From an optimization exercise on the open Yosys and OpenROAD flow, aimed at small area, a short achievable clock period and few clock cycles; shortcuts taken in it are not production practice. Where RTL was checked, it was by simulation tests only, not by an equivalence proof against the original. Power is estimated from default activity; no workload was simulated.

== build 41 ==
// chip8_cpu
module chip8_cpu (
    input  logic        clk,
    input  logic        reset_i,
    output logic        mem_rd_valid_o,
    output logic [11:0] mem_rd_addr_o,
    input  logic        mem_rd_ready_i,
    input  logic [7:0]  mem_rd_data_i,
    output logic        mem_wr_valid_o,
    output logic [19:0] mem_wr_o,
    input  logic        mem_wr_ready_i
);
Size: roughly 2300 cells after synthesis, ~430 flip-flops, ~46 I/O pins.
export LEC_CHECK = 0
export ABC_AREA = 1
export CAP_MARGIN = 20
export CORE_MARGIN = 2
export CORE_UTILIZATION = 40
export CTS_BUF_LIST = sky130_fd_sc_hd__clkbuf_16
export CTS_CLUSTER_DIAMETER = 120
export CTS_CLUSTER_SIZE = 24
export PLACE_DENSITY = 0.6
export SETUP_SLACK_MARGIN = 4.2
export SLEW_MARGIN = 20
create_clock -name core_clock -period 7.0 [get_ports {clk}]
standard.sh (not shown) runs the stock make flow with config.mk's settings and CLKGATE_MAP_FILE= SYNTH_SCRIPT=/design/flow/synth_recipe.tcl, a recipe that flattens the netlist after the stock synthesis.
==> flow/flow/run.sh <==
#!/bin/bash
# The standard layout, except that the port buffers are plain buffers
# (buf_4) instead of the delay cell buffer_ports picks by default.
set -euo pipefail
bash standard.sh 'BUFFER_PORTS_ARGS=-buffer_cell sky130_fd_sc_hd__buf_4' finish > standard_flow.log 2>&1
The inputs of build 96 differ from those of build 41 as listed below.
--- a/flow/design.v
+++ b/flow/design.v
@@ -35,30 +35,23 @@
     logic [3:0]  last_q;
     logic [1:0]  bh_q;             
     logic [6:0]  bv_q;             
     logic [11:1] ra_inc;
     logic [3:0]  x;
     logic [7:0]  kk;
     logic [11:0] nnn;
     assign x   = ir_q[11:8];
     assign kk  = ir_q[7:0];
     assign nnn = ir_q[11:0];
     logic [9:0] add_s;
-    pfx_add #(.W(8)) u_alu_add (
-        .a (ox_q),
-        .b (oy_q),
-        .ci(d_subx),
-        .s (add_s[8:1]),
-        .co(add_s[9])
-    );
-    assign add_s[0] = 1'b0;
+    assign add_s = {1'b0, ox_q, 1'b1} + {1'b0, oy_q, d_subx};
     logic [7:0] res;
     logic       flag;
     always_comb begin
         case (d_rs)
             3'd0:    res = ~add_s[8:1];
             3'd1:    res = add_s[8:1];
             3'd2:    res = oy_q;
             3'd3:    res = ox_q | oy_q;
             3'd4:    res = ox_q & oy_q;
             3'd5:    res = ox_q ^ oy_q;
             3'd6:    res = {1'b0, ox_q[7:1]};
@@ -77,34 +70,25 @@
     logic d_store, hazard, e_hold, e_done, e_redir, e_wr;
     logic [11:1] e_tgt;
     assign d_store = d_bcd || d_blk;
     assign hazard  = pend_q && blk_q &&
                      ((d_wx && (x >= idx_q) && (x <= last_q)) || (d_wf && (last_q == 4'hF)));
     assign e_hold  = (d_store && (pend_q || !out_free)) || hazard;
     assign e_done  = irv_q && !e_hold;
     assign e_redir = irv_q && (skip || d_jv0);
     assign e_wr    = irv_q && !hazard;
     logic [12:0] i_sum;
     assign i_sum = {i_q, 1'b1} + {4'd0, ox_q, d_blk};
-    logic [11:0] jv0_s;
-    logic        jv0_co;
-    pfx_add #(.W(12)) u_jv0_add (
-        .a (nnn),
-        .b ({4'd0, v_q[0]}),
-        .ci(1'b0),
-        .s (jv0_s),
-        .co(jv0_co)
-    );
     always_comb begin
         if (d_skip) e_tgt = ra_inc;
-        else        e_tgt = jv0_s[11:1];
+        else        e_tgt = nnn[11:1] + {4'd0, v_q[0][7:1]} + {10'd0, nnn[0] & v_q[0][0]};
     end
     always_ff @(posedge clk) begin
         if (e_wr && d_wx) v_q[x] <= res;
         if (e_wr && d_wf) v_q[15] <= {7'd0, flag};
     end
     always_ff @(posedge clk) begin
         if (reset_i)
             i_q <= 12'd0;
         else if (irv_q && d_ldi)
             i_q <= nnn;
         else if ((irv_q && d_addi) || (issue && d_blk))
@@ -268,41 +252,11 @@
         end else if (gen_go) begin
             wa_q  <= wa_q + 12'd1;
             wd_q  <= gbyte;
             idx_q <= idx_q + 4'd1;
         end
     end
     assign mem_rd_valid_o = rv_q;
     assign mem_rd_addr_o  = ra_q;
     assign mem_wr_valid_o = wv_q;
     assign mem_wr_o       = {wa_q, wd_q};
 endmodule
-module pfx_add #(parameter W = 8) (
-    input  logic [W-1:0] a,
-    input  logic [W-1:0] b,
-    input  logic         ci,
-    output logic [W-1:0] s,
-    output logic         co
-);
-    localparam L = $clog2(W + 1);
-    localparam N = W + 1;
-    logic [(L+1)*N-1:0] g;
-    logic [(L+1)*N-1:0] p;
-    assign g[N-1:0] = {a & b, ci};
-    assign p[N-1:0] = {a ^ b, 1'b0};
-    genvar l, i;
-    generate
-        for (l = 0; l < L; l = l + 1) begin : lv
-            for (i = 0; i < N; i = i + 1) begin : bt
-                if (i >= (1 << l)) begin : mrg
-                    assign g[(l+1)*N+i] = g[l*N+i] | (p[l*N+i] & g[l*N+i-(1<<l)]);
-                    assign p[(l+1)*N+i] = p[l*N+i] & p[l*N+i-(1<<l)];
-                end else begin : cpy
-                    assign g[(l+1)*N+i] = g[l*N+i];
-                    assign p[(l+1)*N+i] = p[l*N+i];
-                end
-            end
-        end
-    endgenerate
-    assign s  = p[N-1:1] ^ g[L*N+W-1:L*N];
-    assign co = g[L*N+W];
-endmodule
Results
Build 96 finished every stage and its layout cleared the timing, design-rule and antenna checks.
Synthesized cell count of build 96 falls short of that of build 41 by a few percent.
Build 96 vs build 41 — fmax climbed slightly
Route | build 96 vs build 41 | wire shorter in build 96
From build 41 to build 96 the numbers moved as follows: area after synthesis lower, sequential power fell by about 4%.
Re clock-buffer cell count: no difference whatsoever between build 41 and build 96.
For post-cts resize count, dividing the value from build 96 by the value from build 41 gives 0.813.
Per the comparison of build 96 with build 41, final net count dropped 97, power decreased by 7.6% relative to the old numbers, area share of buffers outside the clock network increased 0.56 points, non-clock buffer count grew by 22, number of tap instances went down.
[build 96] period utilization fell 0.18 points relative to build 41
Testbench counts of build 96, summed over its fixed seeds: cycles 56,578.
The RTL of build 41 was laid out without a check of its function.

* * *

The RTL this note starts from:
==> flow/design.v <==
`timescale 1ns/1ns
module chip8_cpu (
    input  logic        clk,
    input  logic        reset_i,
    output logic        mem_rd_valid_o,
    output logic [11:0] mem_rd_addr_o,
    input  logic        mem_rd_ready_i,
    input  logic [7:0]  mem_rd_data_i,
    output logic        mem_wr_valid_o,
    output logic [19:0] mem_wr_o,
    input  logic        mem_wr_ready_i
);
    logic [11:0] ra_q;
    logic        rv_q;
    logic [7:0]  hb_q;
    logic        hb_vy_q;          
    logic [11:1] st_q [0:15];
    logic [3:0]  sp_q;             
    logic        irv_q;
    logic [11:0] ir_q;
    logic [7:0]  ox_q, oy_q;       
    logic        d_wx, d_wf;       
    logic [2:0]  d_rs;             
    logic        d_subx;
    logic        d_skip, d_skne;
    logic        d_jv0, d_ldi, d_addi, d_bcd, d_blk;
    logic [7:0]  v_q [0:15];
    logic [11:0] i_q;
    logic        wv_q;
    logic [11:0] wa_q;
    logic [7:0]  wd_q;
    logic [11:0] na_q;             
    logic        blk_q;            
    logic        pend_q;
    logic [3:0]  idx_q;
    logic [3:0]  last_q;
    logic [1:0]  bh_q;             
    logic [6:0]  bv_q;             
    logic [11:1] ra_inc;
    logic [3:0]  x;
    logic [7:0]  kk;
    logic [11:0] nnn;
    assign x   = ir_q[11:8];
    assign kk  = ir_q[7:0];
    assign nnn = ir_q[11:0];
    logic [9:0] add_s;
    assign add_s = {1'b0, ox_q, 1'b1} + {1'b0, oy_q, d_subx};
    logic [7:0] res;
    logic       flag;
    always_comb begin
        case (d_rs)
            3'd0:    res = ~add_s[8:1];
            3'd1:    res = add_s[8:1];
            3'd2:    res = oy_q;
            3'd3:    res = ox_q | oy_q;
            3'd4:    res = ox_q & oy_q;
            3'd5:    res = ox_q ^ oy_q;
            3'd6:    res = {1'b0, ox_q[7:1]};
            default: res = {ox_q[6:0], 1'b0};
        endcase
        case (d_rs)
            3'd0:    flag = !add_s[9];
            3'd6:    flag = ox_q[0];
            3'd7:    flag = ox_q[7];
            default: flag = add_s[9];
        endcase
    end
    logic skip;
    assign skip = d_skip && ((ox_q == oy_q) ^ d_skne);
    logic issue;
    logic d_store, hazard, e_hold, e_done, e_redir, e_wr;
    logic [11:1] e_tgt;
    assign d_store = d_bcd || d_blk;
    assign hazard  = pend_q && blk_q &&
                     ((d_wx && (x >= idx_q) && (x <= last_q)) || (d_wf && (last_q == 4'hF)));
    assign e_hold  = (d_store && pend_q) || hazard;
    assign e_done  = irv_q && !e_hold;
    assign e_redir = irv_q && (skip || d_jv0);
    assign e_wr    = irv_q && !hazard;
    logic [12:0] i_sum;
    assign i_sum = {i_q, 1'b1} + {4'd0, ox_q, d_blk};
    always_comb begin
        if (d_skip) e_tgt = ra_inc;
        else        e_tgt = nnn[11:1] + {4'd0, v_q[0][7:1]} + {10'd0, nnn[0] & v_q[0][0]};
    end
    always_ff @(posedge clk) begin
        if (e_wr && d_wx) v_q[x] <= res;
        if (e_wr && d_wf) v_q[15] <= {7'd0, flag};
    end
    always_ff @(posedge clk) begin
        if (reset_i)
            i_q <= 12'd0;
        else if (irv_q && d_ldi)
            i_q <= nnn;
        else if ((irv_q && d_addi) || (issue && d_blk))
            i_q <= i_sum[12:1];
    end
    logic [7:0] lb;
    logic [3:0] op, n;
    assign lb = mem_rd_data_i;
    assign op = hb_q[7:4];
    assign n  = lb[3:0];
    logic lo_call, lo_jump, lo_ret;
    assign lo_call = (op == 4'h2);
    assign lo_jump = (op == 4'h1) || lo_call;
    assign lo_ret  = (hb_q == 8'h00) && (lb == 8'hEE);
    assign ra_inc  = ra_q[11:1] + 11'd1;
    logic lo_ok, lo_fire, hi_fire;
    assign lo_ok   = !irv_q || (!d_wx && !d_wf && !(d_store && pend_q));
    assign hi_fire = mem_rd_ready_i && !ra_q[0];
    assign lo_fire = mem_rd_ready_i && ra_q[0] && lo_ok;
    logic       port_fetch;
    logic [7:0] port;
    assign port_fetch = ra_q[0] && lo_ok && hb_vy_q;
    assign port       = v_q[port_fetch ? lb[7:4] : idx_q];
    logic       n_wx, n_wf, n_kk, n_subx, n_suby, n_skip, n_skne;
    logic       n_jv0, n_ldi, n_addi, n_bcd, n_blk;
    logic [2:0] n_rs;
    always_comb begin
        n_wx   = 1'b0;
        n_wf   = 1'b0;
        n_rs   = 3'd1;
        n_kk   = (op == 4'h3) || (op == 4'h4) || (op == 4'h6) || (op == 4'h7);
        n_subx = (op == 4'h8) && (n == 4'h7);
        n_suby = (op == 4'h8) && (n == 4'h5);
        n_skip = (op == 4'h3) || (op == 4'h4) ||
                 (((op == 4'h5) || (op == 4'h9)) && (n == 4'h0));
        n_skne = (op == 4'h4) || (op == 4'h9);
        n_jv0  = (op == 4'hB);
        n_ldi  = (op == 4'hA);
        n_addi = (op == 4'hF) && (lb == 8'h1E);
        n_bcd  = (op == 4'hF) && (lb == 8'h33);
        n_blk  = (op == 4'hF) && (lb == 8'h55);
        case (op)
            4'h6: begin n_wx = 1'b1; n_rs = 3'd2; end
            4'h7: begin n_wx = 1'b1; n_rs = 3'd1; end
            4'h8: begin
                n_wx = 1'b1;
                case (n)
                    4'h0: n_rs = 3'd2;
                    4'h1: n_rs = 3'd3;
                    4'h2: n_rs = 3'd4;
                    4'h3: n_rs = 3'd5;
                    4'h4, 4'h7: begin n_rs = 3'd1; n_wf = 1'b1; end
                    4'h5: begin n_rs = 3'd0; n_wf = 1'b1; end
                    4'h6: begin n_rs = 3'd6; n_wf = 1'b1; end
                    4'hE: begin n_rs = 3'd7; n_wf = 1'b1; end
                    default: n_wx = 1'b0;
                endcase
            end
            default: ;
        endcase
    end
    always_ff @(posedge clk) begin
        if (reset_i) begin
            ra_q  <= 12'h200;
            rv_q  <= 1'b0;
            irv_q <= 1'b0;
        end else begin
            rv_q <= 1'b1;
            if (e_redir)
                ra_q <= {e_tgt, 1'b0};
            else if (hi_fire)
                ra_q[0] <= 1'b1;
            else if (lo_fire) begin
                if (lo_jump)
                    ra_q <= {hb_q[3:0], lb[7:1], 1'b0};
                else if (lo_ret)
                    ra_q <= {st_q[sp_q], 1'b0};
                else
                    ra_q <= {ra_inc, 1'b0};
            end
            if (lo_fire)
                irv_q <= 1'b1;
            else if (e_done)
                irv_q <= 1'b0;
        end
    end
    always_ff @(posedge clk) begin
        if (hi_fire) begin
            hb_q    <= lb;
            hb_vy_q <= (lb[7:4] == 4'h5) || (lb[7:4] == 4'h8) || (lb[7:4] == 4'h9);
        end
        if (lo_fire) begin
            ir_q   <= {hb_q[3:0], lb};
            ox_q   <= n_blk ? {4'd0, hb_q[3:0]} :
                      (n_subx || n_suby) ? ~v_q[hb_q[3:0]] :
                      v_q[hb_q[3:0]];
            oy_q   <= n_kk ? lb : port;
            d_wx   <= n_wx;
            d_wf   <= n_wf;
            d_rs   <= n_rs;
            d_subx <= n_subx;
            d_skip <= n_skip;
            d_skne <= n_skne;
            d_jv0  <= n_jv0;
            d_ldi  <= n_ldi;
            d_addi <= n_addi;
            d_bcd  <= n_bcd;
            d_blk  <= n_blk;
        end
    end
    always_ff @(posedge clk) begin
        if (lo_fire && lo_call)
            st_q[sp_q + 4'd1] <= ra_inc;
    end
    always_ff @(posedge clk) begin
        if (reset_i)
            sp_q <= 4'hF;
        else if (lo_fire && lo_call)
            sp_q <= sp_q + 4'd1;
        else if (lo_fire && lo_ret)
            sp_q <= sp_q - 4'd1;
    end
    logic [1:0] hund;
    logic [7:0] rest;
    logic [3:0] tens, ones;
    logic [7:0] gbyte;
    assign hund  = (ox_q >= 8'd200) ? 2'd2 : (ox_q >= 8'd100) ? 2'd1 : 2'd0;
    assign rest  = ox_q - ((ox_q >= 8'd200) ? 8'd200 : (ox_q >= 8'd100) ? 8'd100 : 8'd0);
    assign tens  = bv_q / 7'd10;
    assign ones  = bv_q % 7'd10;
    assign gbyte = blk_q ? port : {4'd0, idx_q[1] ? ones : idx_q[0] ? tens : {2'd0, bh_q}};
    logic w_fire, out_free, gen_go;
    assign w_fire   = wv_q && mem_wr_ready_i;
    assign out_free = !wv_q || mem_wr_ready_i;
    assign issue    = irv_q && d_store && !pend_q;
    assign gen_go   = pend_q && out_free && !(blk_q && port_fetch);
    always_ff @(posedge clk) begin
        if (reset_i) begin
            wv_q   <= 1'b0;
            pend_q <= 1'b0;
        end else if (issue) begin
            if (out_free) begin
                wv_q   <= 1'b1;
                pend_q <= d_bcd || (x != 4'h0);
            end else begin
                pend_q <= 1'b1;
            end
        end else if (gen_go) begin
            wv_q   <= 1'b1;
            pend_q <= (idx_q != last_q);
        end else if (w_fire) begin
            wv_q <= 1'b0;
        end
    end
    always_ff @(posedge clk) begin
        if (issue) begin
            blk_q  <= d_blk;
            last_q <= d_bcd ? 4'd2 : x;
            bh_q   <= hund;
            bv_q   <= rest[6:0];
            if (out_free) begin
                wa_q  <= i_q;
                wd_q  <= d_bcd ? {6'd0, hund} : v_q[0];
                idx_q <= 4'd1;
            end else begin
                na_q  <= i_q;
                idx_q <= 4'd0;
            end
        end else if (gen_go) begin
            wa_q  <= (idx_q == 4'd0) ? na_q : wa_q + 12'd1;
            wd_q  <= gbyte;
            idx_q <= idx_q + 4'd1;
        end
    end
    assign mem_rd_valid_o = rv_q;
    assign mem_rd_addr_o  = ra_q;
    assign mem_wr_valid_o = wv_q;
    assign mem_wr_o       = {wa_q, wd_q};
endmodule
Settings: LEC_CHECK=0, ABC_AREA=1, CAP_MARGIN=20, CORE_MARGIN=2, CORE_UTILIZATION=40, CTS_BUF_LIST=sky130_fd_sc_hd__clkbuf_16, CTS_CLUSTER_DIAMETER=120, CTS_CLUSTER_SIZE=24, PLACE_DENSITY=0.6, SETUP_SLACK_MARGIN=4.2, SLEW_MARGIN=20; clock period 7.0 ns.
Scripts as last shown in full above: flow/flow/run.sh
Edit:
--- a/flow/design.v
+++ b/flow/design.v
@@ -13,11 +13,10 @@
     logic [11:0] ra_q;
     logic        rv_q;
     logic [7:0]  hb_q;
-    logic        hb_vy_q;          
     logic [11:1] st_q [0:15];
     logic [3:0]  sp_q;             
     logic        irv_q;
-    logic [11:0] ir_q;
+    logic [3:0]  ir_q;
     logic [7:0]  ox_q, oy_q;       
     logic        d_wx, d_wf;       
     logic [2:0]  d_rs;             
@@ -38,11 +37,9 @@
     logic [6:0]  bv_q;             
     logic [11:1] ra_inc;
     logic [3:0]  x;
-    logic [7:0]  kk;
     logic [11:0] nnn;
-    assign x   = ir_q[11:8];
-    assign kk  = ir_q[7:0];
-    assign nnn = ir_q[11:0];
+    assign x   = ir_q;
+    assign nnn = {ir_q, oy_q};
     logic [9:0] add_s;
     assign add_s = {1'b0, ox_q, 1'b1} + {1'b0, oy_q, d_subx};
     logic [7:0] res;
@@ -111,7 +108,7 @@
     assign lo_fire = mem_rd_ready_i && ra_q[0] && lo_ok;
     logic       port_fetch;
     logic [7:0] port;
-    assign port_fetch = ra_q[0] && lo_ok && hb_vy_q;
+    assign port_fetch = ra_q[0] && lo_ok && ((op == 4'h5) || (op == 4'h8) || (op == 4'h9));
     assign port       = v_q[port_fetch ? lb[7:4] : idx_q];
     logic       n_wx, n_wf, n_kk, n_subx, n_suby, n_skip, n_skne;
     logic       n_jv0, n_ldi, n_addi, n_bcd, n_blk;
@@ -120,7 +117,8 @@
         n_wx   = 1'b0;
         n_wf   = 1'b0;
         n_rs   = 3'd1;
-        n_kk   = (op == 4'h3) || (op == 4'h4) || (op == 4'h6) || (op == 4'h7);
+        n_kk   = (op == 4'h3) || (op == 4'h4) || (op == 4'h6) || (op == 4'h7) ||
+                 (op == 4'hA) || (op == 4'hB);
         n_subx = (op == 4'h8) && (n == 4'h7);
         n_suby = (op == 4'h8) && (n == 4'h5);
         n_skip = (op == 4'h3) || (op == 4'h4) ||
@@ -177,12 +175,10 @@
         end
     end
     always_ff @(posedge clk) begin
-        if (hi_fire) begin
-            hb_q    <= lb;
-            hb_vy_q <= (lb[7:4] == 4'h5) || (lb[7:4] == 4'h8) || (lb[7:4] == 4'h9);
-        end
+        if (hi_fire)
+            hb_q <= lb;
         if (lo_fire) begin
-            ir_q   <= {hb_q[3:0], lb};
+            ir_q   <= hb_q[3:0];
             ox_q   <= n_blk ? {4'd0, hb_q[3:0]} :
                       (n_subx || n_suby) ? ~v_q[hb_q[3:0]] :
                       v_q[hb_q[3:0]];
Outcome:
- The new run ran to the end with no violations
- sequential power came out lower by about 2%
- sequential share of layout area goes down by 1.5 points
- worst hold slack degrades by 0.017 ns
- utilization increases by 0.56 points
- via count is higher by 1.8%
- synthesized cell count went up by 1.7%
- clock-buffer cell count climbs by 1
- power fell by 0.68%
- final area rises by 0.81%
No functional check of the RTL was part of any run of this note.

==> separate check: timing with driven ports <==
In the flow no input, the clock included, has a driving cell. The finished layouts below were timed again as built, in two steps.
Step 1: set_driving_cell puts a clkbuf_16 on clk and a buf_2 on each other input, an assumption about the parent block.
Step 2 times the ports against the registers' clock, not the clock port: input delays grow and output delays shrink by t, the midpoint of the rising clock arrivals with the driver on.
Slacks: no drivers / after step 1 / after step 2; pairs: no drivers / after step 1.
run | t, ns | setup slack, ns | worst setup path at the end | cell pins on the clock port's net
build 41 | 0.627 | 4.203 / 4.198 / 3.572 | input to register | 1
build 96 | 0.629 | 4.216 / 4.216 / 3.650 | input to register | 1
the first run of note 2 | 0.631 | 4.214 / 4.187 / 3.561 | input to register | 1
the second run of note 2 | 0.637 | 4.197 / 4.197 / 3.593 | input to register | 1
After both steps setup and hold are still met in every run listed. For the first run of note 2, which loses most, drivers alone change the setup slack by -0.027 ns; drivers and shift together by -0.653 ns.
